From an optimization exercise on the open Yosys and OpenROAD flow, aimed at small area, a short achievable clock period and few clock cycles per item; shortcuts taken in it are not production practice. In this exercise RTL edits were held to simulation tests only and were not proved equivalent to the original. Power and IR drop assume default switching activity.

## bias_relu
module bias_relu #(
  parameter int ROWS    = 4,
  parameter int COLS    = 4,
  parameter int RELU_EN = 1
) (
  input  logic                              clk,
  input  logic                              rst,
  input  logic                              enable,
  input  logic [ROWS-1:0][COLS-1:0][31:0]   matrix_in,
  input  logic [ROWS-1:0][31:0]             bias,
  output logic [ROWS-1:0][COLS-1:0][31:0]   result,
  output logic                              busy,
  output logic                              done
);
  logic done_q;
  always_ff @(posedge clk) begin
    if (rst) done_q <= 1'b0;
    else     done_q <= enable;
  end
  assign busy = 1'b0;
  assign done = done_q;
  for (genvar i = 0; i < ROWS * COLS; i++) begin : g_elem
    logic [31:0] e, b;
    logic [32:0] sum;
    assign e = matrix_in[(i / COLS)][(i % COLS)];
    assign b = bias[(i / COLS)];
    logic [31:0] p, g;
    assign p = e ^ b;
    assign g = e & b;
    logic G0_1; logic P0_1;
    logic G0_3; logic P0_3;
    logic G0_5; logic P0_5;
    logic G0_7; logic P0_7;
    logic G0_9; logic P0_9;
    logic G0_11; logic P0_11;
    logic G0_13; logic P0_13;
    logic G0_15; logic P0_15;
    logic G0_17; logic P0_17;
    logic G0_19; logic P0_19;
    logic G0_21; logic P0_21;
    logic G0_23; logic P0_23;
    logic G0_25; logic P0_25;
    logic G0_27; logic P0_27;
  ...
Size: ~530 flip-flops, ~1200 I/O pins, about 0.042 mm^2 of cells after synthesis.
==> flow/config.mk <==
export PLATFORM = sky130hd
export DESIGN_NAME = bias_relu
export DESIGN_NICKNAME = bias_relu
export VERILOG_FILES = /design/flow/design.v
export SDC_FILE = /design/flow/constraint.sdc
export NUM_CORES = 4
export LEC_CHECK = 0
export CAP_MARGIN = 20
export CORE_MARGIN = 2
export CORE_UTILIZATION = 35
export SETUP_SLACK_MARGIN = 3.0
export SLEW_MARGIN = 20
==> flow/constraint.sdc <==
create_clock -name core_clock -period 6.5 [get_ports {clk}]
set_input_delay 1.3000 -clock core_clock [delete_from_list [all_inputs] [get_ports {clk}]]
set_output_delay 1.3000 -clock core_clock [all_outputs]
set_load 0.01 [all_outputs]
standard.sh (not shown) runs the stock make flow with config.mk's settings and CLKGATE_MAP_FILE= SYNTH_SCRIPT=/design/flow/synth_recipe.tcl, a recipe that flattens the netlist after the stock synthesis.
==> flow/flow/run.sh <==
#!/bin/bash
# Own layout flow: the standard layout (standard.sh), with
#  - synthesis through flow/synth.tcl: the standard flow's synthesis script with ABC on
#    flow/abc.script (structural mapping, no restructuring) and without the
#    full/half-adder extraction, so the RTL's adder structure is kept;
#  - the port buffers made of sky130_fd_sc_hd__buf_1 instead of the cell
#    buffer_ports picks by default.
# make's output goes to standard_make.log; ORFS keeps each step's log in
# orfs/logs/.
set -euo pipefail
export OWN_WORK=$PWD
export OWN_ABC_SCRIPT=$PWD/flow/abc.script
export BUFFER_PORTS_ARGS="-buffer_cell sky130_fd_sc_hd__buf_1"
bash standard.sh SYNTH_SCRIPT=$PWD/flow/synth.tcl ADDER_MAP_FILE= finish > standard_make.log 2>&1
==> flow/flow/abc.script <==
&get -n
&st
&dch
&nf
&put
buffer -c
topo
stime -c
upsize -c
dnsize -c
==> flow/flow/synth.tcl <==
proc abc {args} {
  set i [lsearch -exact $args -script]
  if {$i >= 0} { lset args [expr {$i + 1}] $::env(OWN_ABC_SCRIPT) }
  yosys abc {*}$args
}
source $::env(OWN_WORK)/synth_recipe.tcl
The baseline produced a clean layout.
Testbench counts at the start, summed over its fixed seeds: cycles 3,192, items 1,600.
Next try:
--- a/flow/design.v
+++ b/flow/design.v
@@ -298,22 +298,24 @@
     assign c[26] = G4_25;
     assign c[27] = G5_26;
     assign c[28] = G4_27;
     assign c[29] = G5_28;
     assign c[30] = G4_29;
     assign c[31] = G5_30;
     assign c[32] = G4_31;
     assign sum[31:0] = p ^ c[31:0];
     assign sum[32] = p[31] ^ c[32];
-    logic [30:0] nsum_q;
-    logic        nbig_q, neg_q;
+    logic pos, mixed, big, nonneg, ld_one, ld_keep;
+    assign pos     = !e[31] && !b[31];
+    assign mixed   = e[31] ^ b[31];
+    assign big     = pos && c[31];
+    assign nonneg  = pos || (mixed && c[31]);
+    assign ld_one  = !done_q && big;
+    assign ld_keep = !done_q && nonneg;
+    logic [30:0] res_q;
     always_ff @(posedge clk) begin
-      if (!done_q) begin
-        nsum_q <= ~sum[30:0];
-        nbig_q <= ~sum[31];
-        neg_q  <= sum[32];
-      end
+      res_q <= ({31{done_q}} & res_q) | {31{ld_one}} | ({31{ld_keep}} & sum[30:0]);
     end
-    assign result[(i / COLS)][(i % COLS)] = {1'b0, ~((nsum_q & {31{nbig_q}}) | {31{neg_q}})};
+    assign result[(i / COLS)][(i % COLS)] = {1'b0, res_q};
   end
 endmodule
 `default_nettype wire
The changed run passed the timing, DRC and antenna checks; routed wire length rose by a few percent; cell count grows slightly; final area fell by a few percent; die area drops by a few percent; fmax went down slightly; count of clock-buffer cells in the layout came out lower by 3; area after synthesis drops by a few percent; power goes down by a few percent; non-clock buffer count grows by 25; worst setup slack is worse by 0.037 ns; hold slack gets worse by 0.38 ns; register-to-register slack gains 0.53 ns.
Testbench counts after the change, summed over its fixed seeds: cycles 3,192, items 1,600.

==> port drivers added, routing unchanged <==
How much do the figures lean on ideal ports? The routed layouts below were timed once more, with nothing changed but the port constraints.
Step 1: set_driving_cell puts a clkbuf_16 on clk and a buf_2 on each other input, an assumption about the parent block.
Step 2 moves the port delays by t, midway between the first and last clock arrival at a register: inputs arrive t later, outputs are due t later. That takes back most of the time a late clock gives input paths.
a / b / c = ideal ports / drivers / drivers and shift; a / b = the first two.
| run | shift t [ns] | setup slack, ns | worst hold slack (ns) | worst setup path after step 2 | worst slew at a driven data input, ns |
|---|---|---|---|---|---|
| the first run | 0.714 | 3.018 / 2.943 / 2.339 | 0.846 / 0.839 / 0.901 | input to register | 0.18 |
| the second run | 0.742 | 2.981 / 3.029 / 2.287 | 0.467 / 0.467 / 0.467 | input to register | 0.28 |
After both steps setup and hold are still met in every run listed. For the second run, which loses most, drivers alone change the setup slack by +0.048 ns; drivers and shift together by -0.694 ns.
